What follows belongs to an exercise in optimizing a design on an open flow for small area, a short achievable clock period and few clock cycles per item; a production flow would make more cautious choices.
In this exercise RTL edits were held to simulation tests only and were not proved equivalent to the original.

## design.v

```verilog
`default_nettype none
package spq_pkg;
   localparam int CAPACITY  = 16;
   localparam int TAG_WIDTH = 16;
   localparam int TAG_IN_W    = 16;
   localparam int PRIO_W      = 32;
   localparam int STATUS_W    = 2;
   localparam int COUNT_OUT_W = 5;
   localparam int STORED_TAG_W = (TAG_WIDTH < TAG_IN_W) ? TAG_WIDTH : TAG_IN_W;
   localparam int ADDR_W = $clog2(CAPACITY);
   localparam int CNT_W  = $clog2(CAPACITY + 1);
   localparam logic [CNT_W-1:0] CAP_CNT = CNT_W'(CAPACITY);
   localparam logic ACT_ENQ = 1'b0;
   localparam logic ACT_DEQ = 1'b1;
   localparam logic [STATUS_W-1:0] STATUS_OK    = 2'd0;
   localparam logic [STATUS_W-1:0] STATUS_EMPTY = 2'd1;
   localparam logic [STATUS_W-1:0] STATUS_FULL  = 2'd2;
endpackage
`default_nettype wire
`default_nettype none
import spq_pkg::*;
module sorted_priority_queue_unit (
   input  wire logic                   clock,
   input  wire logic                   reset,
   input  wire logic                   req_valid,
   output wire logic                   req_ready,
   input  wire logic                   req_action,
   input  wire logic [15:0]            req_item_tag,
   input  wire logic [31:0]            req_priority,
   output wire logic                   rsp_valid,
   input  wire logic                   rsp_ready,
   output wire logic [15:0]            rsp_out_tag,
   output wire logic [31:0]            rsp_out_priority,
   output wire logic                   rsp_out_valid,
   output wire logic [1:0]             rsp_status,
   output wire logic [4:0]             rsp_entry_count
);
   localparam int ENTRY_W = PRIO_W + STORED_TAG_W;
   typedef enum logic [2:0] {
      S_IDLE,
      S_ENQ_CMP,
      S_ENQ_LAST,
      S_DEQ_HEAD,
      S_DEQ_MV,
      S_DONE
   } state_type;
   state_type state_ff, state_in;
   logic [CNT_W-1:0]        count_ff, count_in;
   logic [CNT_W-1:0]        idx_ff, idx_in;
   logic [PRIO_W-1:0]       prio_ff, prio_in;
   logic [STORED_TAG_W-1:0] tag_ff, tag_in;
   logic [STORED_TAG_W-1:0] res_tag_ff, res_tag_in;
   logic [PRIO_W-1:0]       res_prio_ff, res_prio_in;
   logic                    res_valid_ff, res_valid_in;
   logic [STATUS_W-1:0]     res_status_ff, res_status_in;
   logic                    rsp_valid_ff, rsp_valid_in;
   logic [TAG_IN_W-1:0]     out_tag_ff, out_tag_in;
   logic [PRIO_W-1:0]       out_prio_ff, out_prio_in;
   logic                    out_valid_ff, out_valid_in;
   logic [STATUS_W-1:0]     status_ff, status_in;
   logic [COUNT_OUT_W-1:0]  entry_count_ff, entry_count_in;
   logic [ENTRY_W-1:0] mem [0:CAPACITY-1];
   logic [ENTRY_W-1:0] rd_data_ff;
   logic [ENTRY_W-1:0] wr_data;
   logic              wr_en;
   logic [CNT_W-1:0]  rd_ptr;
   logic [CNT_W-1:0]  wr_ptr;
   logic              rsp_free;
   logic              req_fire;
   logic              prio_ge;
   always_ff @(posedge clock) begin
      if (wr_en) begin
         mem[wr_ptr[ADDR_W-1:0]] <= wr_data;
      end
      rd_data_ff <= mem[rd_ptr[ADDR_W-1:0]];
   end
   assign req_ready = (state_ff == S_IDLE);
   assign req_fire       = req_valid && req_ready;
   assign rsp_free       = !rsp_valid_ff || rsp_ready;
   assign prio_ge = (rd_data_ff[ENTRY_W-1:STORED_TAG_W] >= prio_ff);
   always_comb begin
      state_in       = state_ff;
      count_in       = count_ff;
      idx_in         = idx_ff;
      prio_in        = prio_ff;
      tag_in         = tag_ff;
      res_tag_in     = res_tag_ff;
      res_prio_in    = res_prio_ff;
      res_valid_in   = res_valid_ff;
      res_status_in  = res_status_ff;
      rsp_valid_in   = rsp_valid_ff;
      out_tag_in     = out_tag_ff;
      out_prio_in    = out_prio_ff;
      out_valid_in   = out_valid_ff;
      status_in      = status_ff;
      entry_count_in = entry_count_ff;
      wr_en          = 1'b0;
      wr_ptr         = '0;
      wr_data        = {prio_ff, tag_ff};
      rd_ptr         = '0;
      if (rsp_valid_ff && rsp_ready) begin
         rsp_valid_in = 1'b0;
      end
      case (state_ff)
         S_IDLE: begin
            if (req_action == ACT_ENQ) begin
               rd_ptr = count_ff - CNT_W'(1);
            end
            if (req_fire) begin
               prio_in       = req_priority;
               tag_in        = req_item_tag[STORED_TAG_W-1:0];
               res_tag_in    = '0;
               res_prio_in   = '0;
               res_valid_in  = 1'b0;
               res_status_in = STATUS_OK;
               if (req_action == ACT_ENQ) begin
                  if (count_ff == CAP_CNT) begin
                     res_status_in = STATUS_FULL;
                     state_in      = S_DONE;
                  end else if (count_ff == '0) begin
                     wr_en    = 1'b1;
                     wr_ptr   = '0;
                     wr_data  = {req_priority, req_item_tag[STORED_TAG_W-1:0]};
                     count_in = count_ff + CNT_W'(1);
                     state_in = S_DONE;
                  end else begin
                     idx_in   = count_ff - CNT_W'(1);
                     state_in = S_ENQ_CMP;
                  end
               end else begin
                  if (count_ff == '0) begin
                     res_status_in = STATUS_EMPTY;
                     state_in      = S_DONE;
                  end else begin
                     state_in = S_DEQ_HEAD;
                  end
               end
            end
         end
         S_ENQ_CMP: begin
            rd_ptr = idx_ff - CNT_W'(1);
            wr_en  = 1'b1;
            wr_ptr = idx_ff + CNT_W'(1);
            if (prio_ge) begin
               count_in = count_ff + CNT_W'(1);
               state_in = S_DONE;
            end else begin
               wr_data = rd_data_ff;
               if (idx_ff == '0) begin
                  state_in = S_ENQ_LAST;
               end else begin
                  idx_in = idx_ff - CNT_W'(1);
               end
            end
         end
         S_ENQ_LAST: begin
            wr_en    = 1'b1;
            wr_ptr   = '0;
            count_in = count_ff + CNT_W'(1);
            state_in = S_DONE;
         end
         S_DEQ_HEAD: begin
            rd_ptr       = CNT_W'(1);
            res_tag_in   = rd_data_ff[STORED_TAG_W-1:0];
            res_prio_in  = rd_data_ff[ENTRY_W-1:STORED_TAG_W];
            res_valid_in = 1'b1;
            if (count_ff == CNT_W'(1)) begin
               count_in = '0;
               state_in = S_DONE;
            end else begin
               idx_in   = CNT_W'(1);
               state_in = S_DEQ_MV;
            end
         end
         S_DEQ_MV: begin
            rd_ptr  = idx_ff + CNT_W'(1);
            wr_en   = 1'b1;
            wr_ptr  = idx_ff - CNT_W'(1);
            wr_data = rd_data_ff;
            if (idx_ff == count_ff - CNT_W'(1)) begin
               count_in = count_ff - CNT_W'(1);
               state_in = S_DONE;
            end else begin
               idx_in = idx_ff + CNT_W'(1);
            end
         end
         S_DONE: begin
            if (rsp_free) begin
               rsp_valid_in   = 1'b1;
               out_tag_in     = TAG_IN_W'(res_tag_ff);
               out_prio_in    = res_prio_ff;
               out_valid_in   = res_valid_ff;
               status_in      = res_status_ff;
               entry_count_in = COUNT_OUT_W'(count_ff);
               state_in       = S_IDLE;
            end
         end
         default: begin
            state_in = S_IDLE;
         end
      endcase
   end
   always_ff @(posedge clock) begin
      if (reset) begin
         state_ff     <= S_IDLE;
         count_ff     <= '0;
         rsp_valid_ff <= 1'b0;
      end else begin
         state_ff     <= state_in;
         count_ff     <= count_in;
         rsp_valid_ff <= rsp_valid_in;
      end
      idx_ff         <= idx_in;
      prio_ff        <= prio_in;
      tag_ff         <= tag_in;
      res_tag_ff     <= res_tag_in;
      res_prio_ff    <= res_prio_in;
      res_valid_ff   <= res_valid_in;
      res_status_ff  <= res_status_in;
      out_tag_ff     <= out_tag_in;
      out_prio_ff    <= out_prio_in;
      out_valid_ff   <= out_valid_in;
      status_ff      <= status_in;
      entry_count_ff <= entry_count_in;
   end
   assign rsp_valid        = rsp_valid_ff;
   assign rsp_out_tag      = out_tag_ff;
   assign rsp_out_priority = out_prio_ff;
   assign rsp_out_valid    = out_valid_ff;
   assign rsp_status       = status_ff;
   assign rsp_entry_count  = entry_count_ff;
endmodule
`default_nettype wire
```

## run.sh

```bash
#!/bin/bash
# synth_recipe.tcl (not shown) runs the flow's synth.tcl, then flattens the netlist and writes it again
# the make line also repeats each setting of config.mk as NAME=value (left out here)
make -C /OpenROAD-flow-scripts/flow DESIGN_CONFIG=/design/flow/config.mk WORK_HOME=/design/flow/orfs CLKGATE_MAP_FILE= SYNTH_SCRIPT=/design/flow/synth_recipe.tcl finish
```

## config.mk

```make
export PLATFORM = sky130hd
export DESIGN_NAME = sorted_priority_queue_unit
export DESIGN_NICKNAME = sorted_priority_queue_unit
export VERILOG_FILES = /design/flow/design.v
export SDC_FILE = /design/flow/constraint.sdc
export NUM_CORES = 4
export LEC_CHECK = 0
export CAP_MARGIN = 20
export CORE_MARGIN = 2
export CORE_UTILIZATION = 40
export SLEW_MARGIN = 20
```

## constraint.sdc

```tcl
create_clock -name core_clock -period 5.5 [get_ports {clock}]
set_input_delay 1.1000 -clock core_clock [delete_from_list [all_inputs] [get_ports {clock}]]
set_output_delay 1.1000 -clock core_clock [all_outputs]
set_load 0.01 [all_outputs]
```

==> results.json <==
{
  "ys_seq_area_share_pct": 74.03,
  "r2r_start": "prio_ff[21]",
  "cts_tree": "done",
  "synth_edf_count": 928,
  "slew_violations": 0,
  "regToRegSetupSlack_ns": 1.38,
  "cp.required_ns": 5.88,
  "crit_type": "reg2reg",
  "place_hpwl_um": 52770,
  "multi_input_area_sq_um": 9398,
  "async_reset_ff_share_pct": 0,
  "root_buffer": "clkbuf_16",
  "synthesis.nets": 3019,
  "setup_viol": 0,
  "num_vias": 24210,
  "drive_gt1_share_pct": 8.147,
  "gp_congestion": 0.8027,
  "ff2ff_path_depth": 10,
  "grt_overflow": 0,
  "worstReg2RegEnd": "mem[9][45]",
  "routed.top_layer": "met4",
  "path_max_fanout": 34,
  "drc": 0,
  "coreArea_sq_um": 96850,
  "layout_common_cells": "edfxtp_1 (928), nand2_1 (505), nor2_1 (308), and2_1 (146), clkdlybuf4s50_1 (110)",
  "clock_skew_ns": 0.02643,
  "finalCritPeriodShare_pct": 74.88,
  "routedWlPerCell_um": 23.37,
  "fin_crit_ns": 4.119,
  "cts.path.max_buffers": 3,
  "ys_types": 65,
  "die-area_sq_um": 100500,
  "worstHoldEndpoint": "out_prio_ff[16]",
  "io_pins": 111,
  "grt_max_degree": 113,
  "grt_usage_pct": 20.15,
  "startpoint_type": "flip-flop",
  "first_pass_iters": 5,
  "drt_iter0_drc": 2819,
  "rsz0062_at_grt": "no",
  "status": "no timing/DRC/antenna violations",
  "n_fill_cell": 8318,
  "end_kind": "flip-flop",
  "final_common_cell": "edfxtp_1",
  "die_h_um": 317.0,
  "slew_headroom_pct": 27.62,
  "layout_setup_ws_ns": 1.381,
  "hold_ws_ns": 0.4174,
  "diodes": 0,
  "synth.avg_cell_area_sq_um": 13.38,
  "grt_first_pass_wirelength_um": 149900,
  "postCtsSetupBuffers": 0,
  "start_util_pct": 40.46,
  "clk_latency_ns": 0.66,
  "yosys_register_bits": 985,
  "setup_tns_ns": 0,
  "vias_per_cell": 5.541,
  "fp-row-count": 114,
  "cap_viol_max_count": 0,
  "syn_inst": 2928,
  "cts_buffers": 96,
  "fin_area_sq_um": 45440,
  "antenna_left": 0,
  "wl_met3_um": 8129,
  "min_path_cells": 0,
  "met2_length_um": 47800,
  "hold_class": "reg2reg",
  "area_growth_pct": 15.96,
  "port_buffers": 110,
  "yosysWarnings": 1,
  "dp_slack_ns": 1.389,
  "synth_flop_cell": "edfxtp_1",
  "place_area_sq_um": 42120,
  "cts-hold-fix-buffers": 0,
  "seq_area_sq_um": 29010,
  "wl_met1_um": 43670,
  "path_clk_slew_ns": 0.06,
  "wirelength_um": 102100,
  "nets": 3101,
  "antenna_found_initial": 0,
  "final_util_pct": 46.92,
  "place_inst": 4187,
  "die_w_um": 317.0,
  "grt_pass1_vias": 22930,
  "cts_resized": 0,
  "hold_path_startpoint": "res_prio_ff[16]",
  "tightest_slew_ns": 1.086,
  "h-tree-depth": 3,
  "final_hold_viol_count": 0,
  "synth_area_sq_um": 39190,
  "stdcell_count": 4369,
  "max_freq_mhz": 242.8,
  "cts_sinks": 985,
  "crit_arrival_ns": 4.50
}
final cells by class:
cell class | count | share of cell area, %
Inverter | 43 | 0.3552
Clock inverter | 59 | 1.531
Sequential cell | 985 | 63.84
Timing Repair Buffer | 172 | 4.367
Clock buffer | 122 | 5.708
Multi-Input combinational cell | 1712 | 20.68
Tap cell | 1276 | 3.514
worst max-delay path: stages, from the launching register on:
cell and delay [ns]:
edfxtp_1 0.40, inv_1 0.08, ha_1 0.24, a21oi_1 0.12, o21ai_0 0.14, a221oi_1 0.77, nand3_1 0.42, o21ai_4 0.75
buf_12 0.35, a22oi_1 0.13, nand2_1 0.44
Yosys cell counts, drive strengths merged, types with 3 or more instances:
cell type  count  area (sq um)
edfxtp       928         27870
nand2        507          1903
nor2         327          1227
and2         148         925.9
o21ai        115         579.3
nand3        105         525.5
a211oi       100         750.7
a22oi        100         750.7
a31oi         99         634.4
clkbuf        97         364.1
buf           91         486.7
dfxtp         57          1141
o221ai        52         455.4
inv           43         161.4
ha            38         475.5
a21oi         26         133.9
o22ai          8         56.30
nor3           7         35.03
a221o          5         50.05
a221oi         5         43.79
nand2b         5         31.28
mux2i          4         40.04
nand4          4         25.02
nor3b          4         45.05
o21a           4         30.03
or2            4         25.02
or3            4         25.02
xnor2          4         35.03
a21o           3         22.52
worst max-delay path by stage:
| stage | slack [ns] | startpoint | to |
|---|---|---|---|
| floorplan | 0.33 | req_valid | res_prio_ff[0] |
| global placement | 1.42 | req_action | rd_data_ff[13] |
| detailed placement | 1.39 | req_action | rd_data_ff[13] |
| CTS | 1.39 | prio_ff[21] | mem[13][2] |
| global route | 1.22 | state_ff[0] | mem[6][10] |
| finish | 1.38 | prio_ff[21] | mem[9][45] |
kinds of logic (layout without fill, tap and decap cells):
family / Yosys count / count (layout) / synth area share (%)
buffers and inverters: 231 / 396 / 2.583
AO/OA/AOI/OAI: 533 / 533 / 9.333
XOR/XNOR: 8 / 8 / 0.2874
multiplexers: 4 / 4 / 0.1022
flip-flops: 985 / 985 / 74.03
AND/OR/NAND/NOR: 1129 / 1129 / 12.45
adder cells (fa/ha/maj): 38 / 38 / 1.213
registers in the layout, indices dropped and copies added, names as in the netlist:
signal          count
mem               768
res_status_ff       2
count_ff            5
status_ff           2
out_valid_ff        1
tag_ff             16
res_tag_ff         16
out_prio_ff        32
res_prio_ff        32
entry_count_ff      5
out_tag_ff         16
res_valid_ff        1
rsp_valid_ff        1
state_ff            3
rd_data_ff         48
prio_ff            32
idx_ff              5
metal layers:
| metal | up-vias | global-route usage (%) |
|---|---|---|
| met5 | - | 0 |
| met3 | 156 | 3.150 |
| li1 | 10980 | - |
| met2 | 979 | 32.12 |
| met1 | 12090 | 28.44 |
| met4 | 0 | 6.454 |
Testbench counts, summed over its fixed seeds: cycles 28,231, items 4,800.

[afterwards: timing with drivers on the ports]
How much do the figures lean on ideal ports? The routed layout below was timed once more, with nothing changed but the port constraints. Step 1 sets driving cells, clkbuf_16 on the clock port and buf_2 on the other inputs (assumed; they add their load-dependent delay and slew). Step 2, shift: input delay + t, output delay - t, t = (earliest + latest rising clock arrival at the registers) / 2. This alone moves slack from input paths to output paths. Slacks: ideal / step 1 / step 2; pairs: ideal / step 1.
shift t [ns]: 0.720
setup WS [ns]: 1.381 / 1.381 / 1.319
worst setup path at the end: input to register
worst register clock-pin slew, ns: 0.06 / 0.06
pins driven straight from the clock port: 1
After both steps this run still meets setup and hold. For this run, drivers alone change the setup slack by 0.000 ns; drivers and shift together by -0.062 ns.
